Context: an optimization exercise on an open-source flow, tuned for small area, a short achievable clock period and few clock cycles per item. The choices shown serve that exercise and are no tape-out recipe. Where RTL was checked, it was by simulation tests only, not by an equivalence proof against the original. No activity file was given, so power comes from the tool's default toggle rates.

==> module systolic_top, before the edit <==
module systolic_top (
    input  logic     clk,
    input  logic     rst_n,
    input  logic     wb_cyc,
    input  logic     wb_stb,
    input  logic     wb_we,
    input  logic [5:0]  wb_adr,
    input  logic [31:0] wb_dat_w,
    output logic [31:0] wb_dat_r,
    output logic     wb_ack
);
    logic        req;
    logic        wr;
    logic        start;
    logic        lock;
    assign req   = wb_cyc && wb_stb && !wb_ack;
    assign wr    = req && wb_we && !lock;
    assign start = wr && (wb_adr == 6'd32) && wb_dat_w[0];
    always_ff @(posedge clk or negedge rst_n) begin
        if (!rst_n) begin
            wb_ack <= 1'b0;
        end else begin
            wb_ack <= req;
        end
    end
    logic [15:0] a_mem [16];
    logic [7:0]  b_mem [16];
    logic [15:0] a_vld;
    logic [15:0] b_vld;
    always_ff @(posedge clk) begin
        if (wr && wb_adr[5:4] == 2'd0) begin
            a_mem[wb_adr[3:0]] <= wb_dat_w[15:0];
        end
        if (wr && wb_adr[5:4] == 2'd1) begin
            b_mem[wb_adr[3:0]] <= wb_dat_w[7:0];
        end
    end
    always_ff @(posedge clk or negedge rst_n) begin
        if (!rst_n) begin
            a_vld <= '0;
            b_vld <= '0;
        end else begin
            if (wr && wb_adr[5:4] == 2'd0) begin
                a_vld[wb_adr[3:0]] <= 1'b1;
            end
            if (wr && wb_adr[5:4] == 2'd1) begin
                b_vld[wb_adr[3:0]] <= 1'b1;
            end
        end
    end
    logic        run;
    logic [3:0]  fcnt;
    logic        op_v;
    logic        cs_v;
    logic        st_busy;
    logic        st_done;
    logic        c_vld;
    always_ff @(posedge clk or negedge rst_n) begin
        if (!rst_n) begin
            run     <= 1'b0;
            fcnt    <= '0;
            op_v    <= 1'b0;
            cs_v    <= 1'b0;
            st_busy <= 1'b0;
            st_done <= 1'b0;
            c_vld   <= 1'b0;
        end else begin
            op_v <= start || run;
            cs_v <= op_v;
            if (start) begin
                run     <= 1'b1;
                fcnt    <= 4'd1;
                st_busy <= 1'b1;
                st_done <= 1'b0;
                c_vld   <= 1'b1;
            end
            if (run) begin
                fcnt <= fcnt + 1'b1;
                if (fcnt == 4'd15) begin
                    run <= 1'b0;
                    st_busy <= 1'b0;
                    st_done <= 1'b1;
                end
            end
        end
    end
    assign lock = op_v || cs_v;
    logic [15:0] op_a [4];
    logic [15:0] op_one;
    logic [15:0] op_two;
    logic [15:0] op_neg;
    always_ff @(posedge clk) begin
        for (int k = 0; k < 4; k++) begin
            logic [7:0] b;
            logic [8:0] bx;
            op_a[k] <= a_mem[{fcnt[3:2], 2'(k)}];
            b = (a_vld[{fcnt[3:2], 2'(k)}] && b_vld[{2'(k), fcnt[1:0]}]) ?
                b_mem[{2'(k), fcnt[1:0]}] : 8'd0;
            bx = {b, 1'b0};
            for (int m = 0; m < 4; m++) begin
                op_one[4*k+m] <= bx[2*m+1] ^ bx[2*m];
                op_two[4*k+m] <= (bx[2*m+2] && !bx[2*m+1] && !bx[2*m]) ||
                                 (!bx[2*m+2] && bx[2*m+1] && bx[2*m]);
                op_neg[4*k+m] <= bx[2*m+2];
            end
        end
    end
    localparam int ROWS = 4;
    logic [ROWS*26-1:0] tree_rows;
    logic [ROWS*26-1:0] cs_rows;
    logic [25:0]        cs_sum;
    dot4_tree u_tree (
        .a0   (op_a[0]),
        .a1   (op_a[1]),
        .a2   (op_a[2]),
        .a3   (op_a[3]),
        .one  (op_one),
        .two  (op_two),
        .neg  (op_neg),
        .rows (tree_rows)
    );
    always_ff @(posedge clk) begin
        cs_rows <= tree_rows;
    end
    rows_add u_add (
        .rows (cs_rows),
        .sum  (cs_sum)
    );
    logic [25:0] c_q [16];
    always_ff @(posedge clk) begin
        if (cs_v) begin
            for (int e = 0; e < 15; e++) begin
                c_q[e] <= c_q[e+1];
            end
            c_q[15] <= cs_sum;
        end
    end
    logic [25:0] rd_d;
    logic [25:0] rd_q;
    logic [15:0] sel_a;
    logic [15:0] sel_b;
    logic [15:0] sel_c;
    always_comb begin
        for (int w = 0; w < 16; w++) begin
            sel_a[w] = (wb_adr == 6'(w)) && a_vld[w];
            sel_b[w] = (wb_adr == 6'(16 + w)) && b_vld[w];
            sel_c[w] = (wb_adr == 6'(48 + w)) && c_vld;
        end
        rd_d = '0;
        for (int w = 0; w < 16; w++) begin
            rd_d = rd_d | ({26{sel_a[w]}} & 26'($signed(a_mem[w])))
                        | ({26{sel_b[w]}} & 26'($signed(b_mem[w])))
                        | ({26{sel_c[w]}} & c_q[w]);
        end
        if (wb_adr == 6'd33) begin
            rd_d[1:0] = {st_done, st_busy};
        end
    end
    always_ff @(posedge clk) begin
        rd_q <= rd_d;
    end
    assign wb_dat_r = {{6{rd_q[25]}}, rd_q};
endmodule
==> flow/config.mk <==
export PLATFORM = sky130hd
export DESIGN_NAME = systolic_top
export DESIGN_NICKNAME = systolic_top
export VERILOG_FILES = /design/flow/design.v
export SDC_FILE = /design/flow/constraint.sdc
export NUM_CORES = 4
export LEC_CHECK = 0
export ABC_CLOCK_PERIOD_IN_PS = 3000
export CAP_MARGIN = 20
export CORE_MARGIN = 2
export CORE_UTILIZATION = 40
export SLEW_MARGIN = 20
==> flow/constraint.sdc <==
create_clock -name core_clock -period 10.0 [get_ports {clk}]
set_input_delay 2.0000 -clock core_clock [delete_from_list [all_inputs] [get_ports {clk}]]
set_output_delay 2.0000 -clock core_clock [all_outputs]
set_load 0.01 [all_outputs]
standard.sh (not shown) runs the stock make flow with config.mk's settings and CLKGATE_MAP_FILE= SYNTH_SCRIPT=/design/flow/synth_recipe.tcl, a recipe that flattens the netlist after the stock synthesis.
==> flow/flow/run.sh <==
#!/bin/bash
set -euo pipefail
bash standard.sh SETUP_SLACK_MARGIN=6.5 finish > standard_flow.log 2>&1
Edit:
--- a/flow/design.v
+++ b/flow/design.v
@@ -845,34 +845,51 @@
         if (!rst_n) begin
             wb_ack <= 1'b0;
         end else begin
             wb_ack <= req;
         end
     end
+    logic        w_a;
+    logic        w_b;
+    logic [3:0]  w_idx;
+    logic [15:0] w_dat;
+    always_ff @(posedge clk or negedge rst_n) begin
+        if (!rst_n) begin
+            w_a <= 1'b0;
+            w_b <= 1'b0;
+        end else begin
+            w_a <= wr && wb_adr[5:4] == 2'd0;
+            w_b <= wr && wb_adr[5:4] == 2'd1;
+        end
+    end
+    always_ff @(posedge clk) begin
+        w_idx <= wb_adr[3:0];
+        w_dat <= wb_dat_w[15:0];
+    end
     logic [15:0] a_mem [16];
     logic [7:0]  b_mem [16];
     logic [15:0] a_vld;
     logic [15:0] b_vld;
     always_ff @(posedge clk) begin
-        if (wr && wb_adr[5:4] == 2'd0) begin
-            a_mem[wb_adr[3:0]] <= wb_dat_w[15:0];
+        if (w_a) begin
+            a_mem[w_idx] <= w_dat;
         end
-        if (wr && wb_adr[5:4] == 2'd1) begin
-            b_mem[wb_adr[3:0]] <= wb_dat_w[7:0];
+        if (w_b) begin
+            b_mem[w_idx] <= w_dat[7:0];
         end
     end
     always_ff @(posedge clk or negedge rst_n) begin
         if (!rst_n) begin
             a_vld <= '0;
             b_vld <= '0;
         end else begin
-            if (wr && wb_adr[5:4] == 2'd0) begin
-                a_vld[wb_adr[3:0]] <= 1'b1;
+            if (w_a) begin
+                a_vld[w_idx] <= 1'b1;
             end
-            if (wr && wb_adr[5:4] == 2'd1) begin
-                b_vld[wb_adr[3:0]] <= 1'b1;
+            if (w_b) begin
+                b_vld[w_idx] <= 1'b1;
             end
         end
     end
     logic        run;
     logic [3:0]  fcnt;
     logic        op_v;
After rerunning: The changed run completed with no timing, DRC or antenna violations. Total power barely changes. Cell area drops by 2.0%. Hold slack loses 0.011 ns. Synthesized area climbs by 1.1%. Via count drops by 1.2%. Worst setup slack loses 0.15 ns.
Function was not checked in any run of this note: the RTL went through the layout flow alone.


Another version of the RTL of systolic_top (not shown whole).
For scale: ~3,500 cells after synthesis, ~1,100 flip-flops, roughly 76 I/O pins, about 0.051 mm² of cells after synthesis.
==> module systolic_top, before the edit <==
module systolic_top (
    input  logic     clk,
    input  logic     rst_n,
    input  logic     wb_cyc,
    input  logic     wb_stb,
    input  logic     wb_we,
    input  logic [5:0]  wb_adr,
    input  logic [31:0] wb_dat_w,
    output logic [31:0] wb_dat_r,
    output logic     wb_ack
);
    logic        req;
    logic        wr;
    logic        start;
    logic        lock;
    assign req   = wb_cyc && wb_stb && !wb_ack;
    assign wr    = req && wb_we && !lock;
    assign start = wr && (wb_adr == 6'd32) && wb_dat_w[0];
    always_ff @(posedge clk or negedge rst_n) begin
        if (!rst_n) begin
            wb_ack <= 1'b0;
        end else begin
            wb_ack <= req;
        end
    end
    logic        w_a;
    logic        w_b;
    logic [3:0]  w_idx;
    logic [15:0] w_dat;
    always_ff @(posedge clk or negedge rst_n) begin
        if (!rst_n) begin
            w_a <= 1'b0;
            w_b <= 1'b0;
        end else begin
            w_a <= wr && wb_adr[5:4] == 2'd0;
            w_b <= wr && wb_adr[5:4] == 2'd1;
        end
    end
    always_ff @(posedge clk) begin
        w_idx <= wb_adr[3:0];
        w_dat <= wb_dat_w[15:0];
    end
    logic [15:0] a_mem [16];
    logic [7:0]  b_mem [16];
    logic [15:0] a_vld;
    logic [15:0] b_vld;
    always_ff @(posedge clk) begin
        if (w_a) begin
            a_mem[w_idx] <= w_dat;
        end
        if (w_b) begin
            b_mem[w_idx] <= w_dat[7:0];
        end
    end
    always_ff @(posedge clk or negedge rst_n) begin
        if (!rst_n) begin
            a_vld <= '0;
            b_vld <= '0;
        end else begin
            if (w_a) begin
                a_vld[w_idx] <= 1'b1;
            end
            if (w_b) begin
                b_vld[w_idx] <= 1'b1;
            end
        end
    end
    logic        run;
    logic [3:0]  fcnt;
    logic        op_v;
    logic        cs_v;
    logic        st_busy;
    logic        st_done;
    logic        c_vld;
    always_ff @(posedge clk or negedge rst_n) begin
        if (!rst_n) begin
            run     <= 1'b0;
            fcnt    <= '0;
            op_v    <= 1'b0;
            cs_v    <= 1'b0;
            st_busy <= 1'b0;
            st_done <= 1'b0;
            c_vld   <= 1'b0;
        end else begin
            op_v <= start || run;
            cs_v <= op_v;
            if (start) begin
                run     <= 1'b1;
                fcnt    <= 4'd1;
                st_busy <= 1'b1;
                st_done <= 1'b0;
                c_vld   <= 1'b1;
            end
            if (run) begin
                fcnt <= fcnt + 1'b1;
                if (fcnt == 4'd15) begin
                    run <= 1'b0;
                    st_busy <= 1'b0;
                    st_done <= 1'b1;
                end
            end
        end
    end
    assign lock = op_v || cs_v;
    logic [15:0] op_a [4];
    logic [15:0] op_one;
    logic [15:0] op_two;
    logic [15:0] op_neg;
    logic [3:0]  row_sel;
    logic [3:0]  col_sel;
    always_comb begin
        for (int x = 0; x < 4; x++) begin
            row_sel[x] = (fcnt[3:2] == 2'(x));
            col_sel[x] = (fcnt[1:0] == 2'(x));
        end
    end
    always_ff @(posedge clk) begin
        for (int k = 0; k < 4; k++) begin
            logic [15:0] a;
            logic        av;
            logic [7:0]  b;
            logic        bv;
            logic [8:0]  bx;
            a  = '0;
            av = 1'b0;
            b  = '0;
            bv = 1'b0;
            for (int x = 0; x < 4; x++) begin
                a  = a  | ({16{row_sel[x]}} & a_mem[4*x + k]);
                av = av | (row_sel[x] & a_vld[4*x + k]);
                b  = b  | ({8{col_sel[x]}} & b_mem[4*k + x]);
                bv = bv | (col_sel[x] & b_vld[4*k + x]);
            end
            op_a[k] <= a;
            bx = {((av && bv) ? b : 8'd0), 1'b0};
            for (int m = 0; m < 4; m++) begin
                op_one[4*k+m] <= bx[2*m+1] ^ bx[2*m];
                op_two[4*k+m] <= (bx[2*m+2] && !bx[2*m+1] && !bx[2*m]) ||
                                 (!bx[2*m+2] && bx[2*m+1] && bx[2*m]);
                op_neg[4*k+m] <= bx[2*m+2];
            end
        end
    end
    localparam int ROWS = 4;
    logic [ROWS*26-1:0] tree_rows;
    logic [ROWS*26-1:0] cs_rows;
    logic [25:0]        cs_sum;
    dot4_tree u_tree (
        .a0   (op_a[0]),
        .a1   (op_a[1]),
        .a2   (op_a[2]),
        .a3   (op_a[3]),
        .one  (op_one),
        .two  (op_two),
        .neg  (op_neg),
        .rows (tree_rows)
    );
    always_ff @(posedge clk) begin
        cs_rows <= tree_rows;
    end
    rows_add u_add (
        .rows (cs_rows),
        .sum  (cs_sum)
    );
    logic [25:0] c_q [16];
    always_ff @(posedge clk) begin
        if (cs_v) begin
            for (int e = 0; e < 15; e++) begin
                c_q[e] <= c_q[e+1];
            end
            c_q[15] <= cs_sum;
        end
    end
    logic [25:0] rd_d;
    logic [25:0] rd_q;
    logic [15:0] sel_a;
    logic [15:0] sel_b;
    logic [15:0] sel_c;
    always_comb begin
        for (int w = 0; w < 16; w++) begin
            sel_a[w] = (wb_adr == 6'(w)) && a_vld[w];
            sel_b[w] = (wb_adr == 6'(16 + w)) && b_vld[w];
            sel_c[w] = (wb_adr == 6'(48 + w)) && c_vld;
        end
        rd_d = '0;
        for (int w = 0; w < 16; w++) begin
            rd_d = rd_d | ({26{sel_a[w]}} & 26'($signed(a_mem[w])))
                        | ({26{sel_b[w]}} & 26'($signed(b_mem[w])))
                        | ({26{sel_c[w]}} & c_q[w]);
        end
        if (wb_adr == 6'd33) begin
            rd_d[1:0] = {st_done, st_busy};
        end
    end
    always_ff @(posedge clk) begin
        rd_q <= rd_d;
    end
    assign wb_dat_r = {{6{rd_q[25]}}, rd_q};
endmodule
clock: 10.0 ns
lec_check: 0
abc_clock_period_in_ps: 3000
cap_margin: 20
core_margin: 2
core_utilization: 40
cts_cluster_diameter: 120
cts_cluster_size: 24
slew_margin: 20
Scripts as last shown in full above: flow/flow/run.sh
Testbench counts at the start, summed over its fixed seeds: cycles 43,776, jobs 384.
Change:
--- a/flow/design.v
+++ b/flow/design.v
@@ -989,10 +989,18 @@
     );
     logic [25:0] c_q [16];
+    logic        cs_first;
+    logic [3:0]  c_ofs;
+    logic [3:0]  c_elem [16];
     always_ff @(posedge clk) begin
-        if (cs_v) begin
-            for (int e = 0; e < 15; e++) begin
-                c_q[e] <= c_q[e+1];
-            end
-            c_q[15] <= cs_sum;
+        for (int e = 0; e < 15; e++) begin
+            c_q[e] <= c_q[e+1];
+        end
+        c_q[15] <= cs_v ? cs_sum : c_q[0];
+        cs_first <= op_v && !cs_v;
+        c_ofs    <= cs_first ? 4'd0 : c_ofs + 1'b1;
+    end
+    always_comb begin
+        for (int w = 0; w < 16; w++) begin
+            c_elem[w] = 4'(w + 1) + c_ofs;
         end
     end
@@ -1006,5 +1014,5 @@
             sel_a[w] = (wb_adr == 6'(w)) && a_vld[w];
             sel_b[w] = (wb_adr == 6'(16 + w)) && b_vld[w];
-            sel_c[w] = (wb_adr == 6'(48 + w)) && c_vld;
+            sel_c[w] = (wb_adr[5:4] == 2'd3) && (wb_adr[3:0] == c_elem[w]) && c_vld;
         end
         rd_d = '0;
- flip-flop and latch count rose by 5
- clock power fell by about 2%
- setup slack gets worse by 0.24 ns
- synthesized cell count rose by 3.5%
- design area fell by 3.7%
- hold slack gets worse by 0.044 ns
- global-route usage fell by 0.11 points
- total power barely changes
The RTL of the second run of this note was laid out without a check of its function.

[afterwards: timing with drivers on the ports]
How much do the figures lean on ideal ports? The routed layouts below were timed once more, with nothing changed but the port constraints. Step 1 sets driving cells, clkbuf_16 on the clock port and buf_2 on the other inputs (assumed; they add their load-dependent delay and slew). Step 2 moves the port delays by t, midway between the first and last clock arrival at a register: inputs arrive t later, outputs are due t later. That takes back most of the time a late clock gives input paths. Slacks: ideal / step 1 / step 2; pairs: ideal / step 1.
run | t, ns | setup slack, ns | worst setup path at the end | clock arrival spread, ns | cell pins on the clock port's net
the first run of note 1 | 0.768 | 6.130 / 6.139 / 5.372 | input to register | 0.042 / 0.043 | 1
the second run of note 1 | 0.772 | 5.978 / 5.978 / 5.728 | input to register | 0.087 / 0.087 | 1
the first run of note 2 | 0.759 | 6.409 / 6.409 / 5.726 | input to register | 0.038 / 0.038 | 1
the second run of note 2 | 0.732 | 6.172 / 6.209 / 5.476 | input to register | 0.085 / 0.085 | 1
After both steps setup and hold are still met in every run listed. The setup slack of the first run of note 1, which loses most, moves by +0.009 ns with the drivers and by -0.758 ns with both steps.
